This design comes from an exercise in tuning for small area, a short achievable clock period and few clock cycles per item on the open sky130 flow, not from production work.
The RTL was checked by simulation tests, not by an equivalence proof against the original design.

Design sw_top, start of the top module:
module sw_top (
    input  logic                                clk,
    input  logic                                reset,
    input  logic                                i_valid,
    input  sw_pkg::base_t                       i_ref_base,
    input  sw_pkg::base_t                       i_query_base,
    output logic                                o_finish,
    output logic [8-1:0]              o_max,
    output logic [sw_pkg::RIDX_W:0]             o_pos_ref,
    output logic [sw_pkg::QIDX_W:0]             o_pos_query
);
    logic                        start;
    logic                        load;
    logic [5:0]                  cnt;
    logic                        last;
    logic [16-1:0][5:0] h;
    logic [5:0]                  best_s;
    logic [4:0]                  best_j;
    logic [4:0]                  best_i;
    sw_sequencer u_sequencer (
        .clk      (clk),
        .reset    (reset),
        .i_valid  (i_valid),
        .o_start  (start),
        .o_load   (load),
        .o_cnt    (cnt),
        .o_last   (last),
        .o_finish (o_finish)
    );
    sw_pe_array u_pe_array (
        .clk          (clk),
        .reset        (reset),
        .i_start      (start),
        .i_load       (load),
        .i_query_base (i_query_base),
        .i_ref_base   (i_ref_base),
        .o_h          (h)
    );
    sw_max_tracker u_max_tracker (
        .clk         (clk),
        .i_clear     (start),
        .i_cnt       (cnt),
        .i_last      (last),
        .i_h         (h),
        .o_max       (best_s),
        .o_pos_ref   (best_j),
        .o_pos_query (best_i)
    );
    assign o_max       = 8'(best_s);
    assign o_pos_ref   = best_j;
    assign o_pos_query = {1'b0, best_i};
endmodule
Size: ~280 flip-flops, ~27 I/O pins, roughly 0.022 mm2 of cells after synthesis.
clock: 7.5 ns
lec_check: 0
cap_margin: 20
core_margin: 2
core_utilization: 40
setup_slack_margin: 4.4
slew_margin: 20
tns_end_percent: 100
run.sh (not shown) runs the stock make flow with config.mk's settings and CLKGATE_MAP_FILE= SYNTH_SCRIPT=/design/flow/synth_recipe.tcl, a recipe that flattens the netlist after the stock synthesis.
Testbench counts at the start, summed over its fixed seeds: cycles 13,120, runs 320.
Edit:
Settings changed: SETUP_SLACK_MARGIN 4.4 to 4.8.
What happened: Cell area goes up by 5.1%; worst setup slack improved by 0.037 ns; synthesized area is unchanged; sequential share of layout area goes down by 0.89 points; wire length goes up by 1.4%; via count goes up by 1.4%.

---

Another version of the RTL of sw_top (not shown whole).
Size in the first run: about 2,800 cells after synthesis, ~300 flip-flops, roughly 27 I/O pins, roughly 20,000 µm² of cells after synthesis.
make LEC_CHECK=0 ABC_AREA=1 CAP_MARGIN=20 CORE_MARGIN=2 CORE_UTILIZATION=40 CTS_CLUSTER_DIAMETER=80 CTS_CLUSTER_SIZE=60 SETUP_SLACK_MARGIN=4.6 SLEW_MARGIN=20 TNS_END_PERCENT=100 finish   # period 7.5 ns
Testbench counts at the start, summed over its fixed seeds: cycles 12,480, runs 320.
Then changed:
ABC_AREA = not set   (was 1)
CTS_CLUSTER_DIAMETER = 60   (was 80)
CTS_CLUSTER_SIZE = 40   (was 60)
The changed run ran to the end with no violations; register-to-register slack loses 0.16 ns; flip-flop and latch count does not change; global-route usage climbs by 0.53 points; cell area climbs by 6.5%; final cell count drops by 16%; wire length climbs by 3.3%; core utilization climbs by 3.3 points; hold slack gains 0.011 ns.

---

run A:
sw_top again, from the RTL that the note above started with.
==> flow/design.v (excerpt) <==
module sw_top (
    input  logic                                clk,
    input  logic                                reset,
    input  logic                                i_valid,
    input  sw_pkg::base_t                       i_ref_base,
    input  sw_pkg::base_t                       i_query_base,
    output logic                                o_finish,
    output logic [8-1:0]              o_max,
    output logic [sw_pkg::RIDX_W:0]             o_pos_ref,
    output logic [sw_pkg::QIDX_W:0]             o_pos_query
);
clock: 7.5 ns
lec_check: 0
abc_area: 1
cap_margin: 20
core_margin: 2
core_utilization: 40
cts_cluster_diameter: 70
cts_cluster_size: 60
setup_slack_margin: 4.8
slew_margin: 20
tns_end_percent: 100
Testbench counts of run A, summed over its fixed seeds: cycles 12,480, runs 320.
[inputs] run B vs run A
--- a/flow/config.mk
+++ b/flow/config.mk
@@ -11,5 +11,6 @@
 export CORE_UTILIZATION = 40
-export CTS_CLUSTER_DIAMETER = 70
+export CTS_CLUSTER_DIAMETER = 80
 export CTS_CLUSTER_SIZE = 60
-export SETUP_SLACK_MARGIN = 4.8
+export PLACE_DENSITY = 0.5
+export SETUP_SLACK_MARGIN = 4.6
 export SLEW_MARGIN = 20
The standard cells in run B occupy less silicon area than those in run A do.
The final standard cell count with taps included and fillers excluded number comes out higher for run A vs run B.
On worst setup slack: between run B and run A, it ends up higher for run A.
Run B has completed all stages; timing, DRC and antenna checks passed.
Taking run A as the reference point, the highest fanout seen on the critical path of run B rises by 5.
Against run A, run B reports a ratio of final minimum period to clock period that is higher.
Run B — area occupied by registers 0.57% lower, run A as reference
> inputs changed (run B -> run C)
--- a/flow/config.mk
+++ b/flow/config.mk
@@ -7,3 +7,2 @@
 export LEC_CHECK = 0
-export ABC_AREA = 1
 export CAP_MARGIN = 20
@@ -11,7 +10,4 @@
 export CORE_UTILIZATION = 40
-export CTS_CLUSTER_DIAMETER = 80
-export CTS_CLUSTER_SIZE = 60
-export PLACE_DENSITY = 0.5
-export SETUP_SLACK_MARGIN = 4.6
+export SETUP_SLACK_MARGIN = 4.5
 export SLEW_MARGIN = 20
-export TNS_END_PERCENT = 100
+export TNS_END_PERCENT = 10
Compare run B and run C | global-route usage lower: run C. For filler cell count in the final layout, dividing the value from run B by the value from run C gives 1.08. Run B → run C: post-route non-filler standard cell count -629; post-synthesis xor/xnor area fraction fell by 1.0 points; cell area after synthesis saw a decrease. Compared run C vs run B, and clock period minus final worst setup slack is up in run C.
Here is what was changed in the inputs of run D compared with run C.
--- a/flow/config.mk
+++ b/flow/config.mk
@@ -7,2 +7,3 @@
 export LEC_CHECK = 0
+export ABC_AREA = 1
 export CAP_MARGIN = 20
@@ -10,4 +11,6 @@
 export CORE_UTILIZATION = 40
-export SETUP_SLACK_MARGIN = 4.5
+export CTS_CLUSTER_DIAMETER = 60
+export CTS_CLUSTER_SIZE = 60
+export SETUP_SLACK_MARGIN = 4.6
 export SLEW_MARGIN = 20
-export TNS_END_PERCENT = 10
+export TNS_END_PERCENT = 100
==> comparison <==
- Against run C, run D comes in 6.2% higher on placed wire-length estimate after detailed placement.
- Between run C and run D, the met3 wirelength from detailed routing is lower for run C.
- Looking only at mean number of vias per cell, and setting everything else aside, the lower value of run C and run D goes to run D.
- When run D is set beside run C, its total wire length after detailed routing turns out to be about 4.6% larger.
- The CTS sink count was comparable across run C and run D.

---

== harbor ==
Another version of the RTL of sw_top (not shown whole).
For scale: roughly 2,800 cells after synthesis, about 310 flip-flops, about 27 I/O pins, ~20,000 sq um of cells after synthesis.
Settings: LEC_CHECK=0, ABC_AREA=1, CAP_MARGIN=20, CORE_MARGIN=2, CORE_UTILIZATION=40, CTS_CLUSTER_DIAMETER=80, CTS_CLUSTER_SIZE=60, SETUP_SLACK_MARGIN=4.6, SLEW_MARGIN=20, TNS_END_PERCENT=100; clock period 7.5 ns.
Testbench counts of harbor, summed over its fixed seeds: cycles 12,480, runs 320.
Edits applied to the flow inputs when going from harbor to willow:
- SETUP_SLACK_MARGIN now 4.75, was 4.6
==> comparison <==
willow finished end to end and its layout was clean on timing, DRC and antenna. In the tables for harbor and willow, final-layout worst hold slack reads higher with harbor. Setup slack: harbor and willow compared, higher one is willow.

---

RTL: one of the versions met above, not the one the previous note started from.
For scale: ~2,800 cells after synthesis, roughly 300 flip-flops, roughly 27 I/O pins, roughly 20,000 sq um of cells after synthesis.
Design sw_top, start of the top module:
module sw_top (
    input  logic                                clk,
    input  logic                                reset,
    input  logic                                i_valid,
    input  sw_pkg::base_t                       i_ref_base,
    input  sw_pkg::base_t                       i_query_base,
    output logic                                o_finish,
    output logic [8-1:0]              o_max,
    output logic [sw_pkg::RIDX_W:0]             o_pos_ref,
    output logic [sw_pkg::QIDX_W:0]             o_pos_query
);
clock: 7.5 ns
lec_check: 0
abc_area: 1
cap_margin: 20
core_margin: 2
core_utilization: 40
cts_cluster_diameter: 80
cts_cluster_size: 60
setup_slack_margin: 4.55
slew_margin: 20
tns_end_percent: 100
Testbench counts at the start, summed over its fixed seeds: cycles 12,480, runs 320.
==> next run, changes <==
- ABC_AREA: 1 -> default
- SETUP_SLACK_MARGIN: 4.55 -> 4.5
Fmax goes down by 2.1%; global-route usage goes down by 1.3 points; wire length goes down by 4.2%; final cell count goes down by 17%.
==> next run, changes <==
- ABC_AREA: default -> 1
- core utilization fell by 2.4 points
- worst setup slack improved by 0.034 ns
- via count rose by 11%
- hold slack loses 0.0070 ns
- final cell count went up by 20%
- critical path depth grows by 9
- synthesized cell count rises by 28%
- fmax went up by 1.2%

---

Starting RTL as in the previous note.
==> flow/design.v (excerpt) <==
module sw_top (
    input  logic                                clk,
    input  logic                                reset,
    input  logic                                i_valid,
    input  sw_pkg::base_t                       i_ref_base,
    input  sw_pkg::base_t                       i_query_base,
    output logic                                o_finish,
    output logic [8-1:0]              o_max,
    output logic [sw_pkg::RIDX_W:0]             o_pos_ref,
    output logic [sw_pkg::QIDX_W:0]             o_pos_query
);
==> flow/config.mk <==
export PLATFORM = sky130hd
export DESIGN_NAME = sw_top
export DESIGN_NICKNAME = sw_top
export VERILOG_FILES = /design/flow/design.v
export SDC_FILE = /design/flow/constraint.sdc
export NUM_CORES = 4
export LEC_CHECK = 0
export ABC_AREA = 1
export CAP_MARGIN = 20
export CORE_MARGIN = 2
export CORE_UTILIZATION = 40
export CTS_CLUSTER_DIAMETER = 80
export CTS_CLUSTER_SIZE = 60
export GPL_ROUTABILITY_DRIVEN = 0
export SETUP_SLACK_MARGIN = 4.6
export SLEW_MARGIN = 20
export TNS_END_PERCENT = 100
==> flow/constraint.sdc <==
create_clock -name core_clock -period 7.5 [get_ports {clk}]
set_input_delay 1.5000 -clock core_clock [delete_from_list [all_inputs] [get_ports {clk}]]
set_output_delay 1.5000 -clock core_clock [all_outputs]
set_load 0.01 [all_outputs]
The first run passed the timing, design-rule and antenna checks.
Testbench counts at the start, summed over its fixed seeds: cycles 12,480, runs 320.
Next try:
--- a/flow/config.mk
+++ b/flow/config.mk
@@ -10,6 +10,6 @@
 export CORE_MARGIN = 2
-export CORE_UTILIZATION = 40
+export CORE_UTILIZATION = 50
 export CTS_CLUSTER_DIAMETER = 80
 export CTS_CLUSTER_SIZE = 60
-export GPL_ROUTABILITY_DRIVEN = 0
+export PLACE_DENSITY = 0.65
 export SETUP_SLACK_MARGIN = 4.6
Result:
- The new run finished clean
- maximum frequency goes down by 2.3%
- routed wire length came out lower by 2.6%
- first-iteration DRC count is higher by 9.1%
- cell count decreases by 4.2%
- global-route usage came out higher by 4.3 points
- design area came out lower by 1.6%
- clock-buffer cell count falls by 1
Next try:
--- a/flow/config.mk
+++ b/flow/config.mk
@@ -10,6 +10,3 @@
 export CORE_MARGIN = 2
-export CORE_UTILIZATION = 50
-export CTS_CLUSTER_DIAMETER = 80
-export CTS_CLUSTER_SIZE = 60
-export PLACE_DENSITY = 0.65
+export CORE_UTILIZATION = 40
 export SETUP_SLACK_MARGIN = 4.6
Effect:
- The new run passed the timing, design-rule and antenna checks
- global-route usage drops by 3.7 points
- register-to-register slack gains 40 ps
- cell area came out higher by 2.4%
- die area is higher by 24%
- cell count goes up by 4.4%
- via count drops by 0.69%
- area after synthesis stays the same
- wire length rose by 4.1%
- fmax went up by 1.7%
- setup slack improves by 48 ps
Next try:
--- a/flow/config.mk
+++ b/flow/config.mk
@@ -7,3 +7,2 @@
 export LEC_CHECK = 0
-export ABC_AREA = 1
 export CAP_MARGIN = 20
@@ -11,3 +10,3 @@
 export CORE_UTILIZATION = 40
-export SETUP_SLACK_MARGIN = 4.6
+export SETUP_SLACK_MARGIN = 4.5
 export SLEW_MARGIN = 20
Outcome: Worst setup slack gets worse by 100 ps. Cell area increases by 4.2%. Non-clock buffer count is higher by 56. Utilization is higher by 2.2 points. Clock skew barely changes. Final cell count went down by 17%.

==> what the ideal ports hide <==
Ports are ideal in the flow. The routed layouts listed here were re-timed in OpenROAD.
Step 1, drivers: a clkbuf_16 drives clk and a buf_2 each remaining input, both assumed.
Step 2 adds t to the input delays and takes it off the output delays; t is the mean of the earliest and latest rising clock arrival at the registers after step 1. Input paths then give back, and output paths get back, about the clock's delay inside the block.
Slacks: no drivers / after step 1 / after step 2; pairs: no drivers / after step 1.
run | t (ns) | setup WS [ns] | hold slack, ns | clock arrival spread, ns | worst register clock-pin slew, ns
the first run of note 1 | 0.610 | 4.096 / 4.096 / 3.991 | 0.360 / 0.360 / 0.360 | 0.032 / 0.032 | 0.06 / 0.06
the second run of note 1 | 0.615 | 4.133 / 4.133 / 4.133 | 0.355 / 0.355 / 0.355 | 0.029 / 0.029 | 0.06 / 0.06
the first run of note 2 | 0.601 | 4.635 / 4.581 / 4.123 | 0.355 / 0.355 / 0.355 | 0.022 / 0.023 | 0.10 / 0.10
the second run of note 2 | 0.641 | 4.525 / 4.525 / 4.061 | 0.366 / 0.366 / 0.366 | 0.032 / 0.032 | 0.09 / 0.09
run A | 0.640 | 4.782 / 4.724 / 4.243 | 0.356 / 0.356 / 0.356 | 0.032 / 0.032 | 0.09 / 0.09
run B | 0.607 | 4.647 / 4.591 / 4.149 | 0.365 / 0.365 / 0.365 | 0.039 / 0.039 | 0.10 / 0.10
run C | 0.572 | 4.343 / 4.287 / 3.828 | 0.368 / 0.368 / 0.368 | 0.019 / 0.019 | 0.06 / 0.06
run D | 0.641 | 4.639 / 4.589 / 3.997 | 0.369 / 0.369 / 0.369 | 0.022 / 0.022 | 0.09 / 0.09
harbor | 0.617 | 4.666 / 4.679 / 4.078 | 0.370 / 0.370 / 0.370 | 0.042 / 0.041 | 0.11 / 0.11
willow | 0.603 | 4.774 / 4.716 / 4.310 | 0.351 / 0.351 / 0.351 | 0.026 / 0.027 | 0.11 / 0.11
the first run of note 5 | 0.601 | 4.581 / 4.526 / 4.028 | 0.355 / 0.355 / 0.355 | 0.022 / 0.022 | 0.10 / 0.10
the second run of note 5 | 0.590 | 4.519 / 4.467 / 3.989 | 0.377 / 0.377 / 0.377 | 0.038 / 0.038 | 0.11 / 0.11
the third run of note 5 | 0.591 | 4.553 / 4.507 / 3.953 | 0.370 / 0.370 / 0.370 | 0.027 / 0.027 | 0.11 / 0.11
the first run of note 6 | 0.597 | 4.644 / 4.593 / 4.079 | 0.359 / 0.359 / 0.359 | 0.048 / 0.049 | 0.11 / 0.11
the second run of note 6 | 0.579 | 4.579 / 4.521 / 4.191 | 0.373 / 0.373 / 0.373 | 0.025 / 0.025 | 0.12 / 0.12
the third run of note 6 | 0.608 | 4.626 / 4.570 / 4.032 | 0.361 / 0.361 / 0.361 | 0.020 / 0.020 | 0.06 / 0.06
the fourth run of note 6 | 0.569 | 4.522 / 4.522 / 4.008 | 0.369 / 0.369 / 0.369 | 0.024 / 0.024 | 0.06 / 0.06
After both steps every run listed still meets setup and hold. The setup slack of run D, which loses most, moves by -0.050 ns with the drivers and by -0.642 ns with both steps.
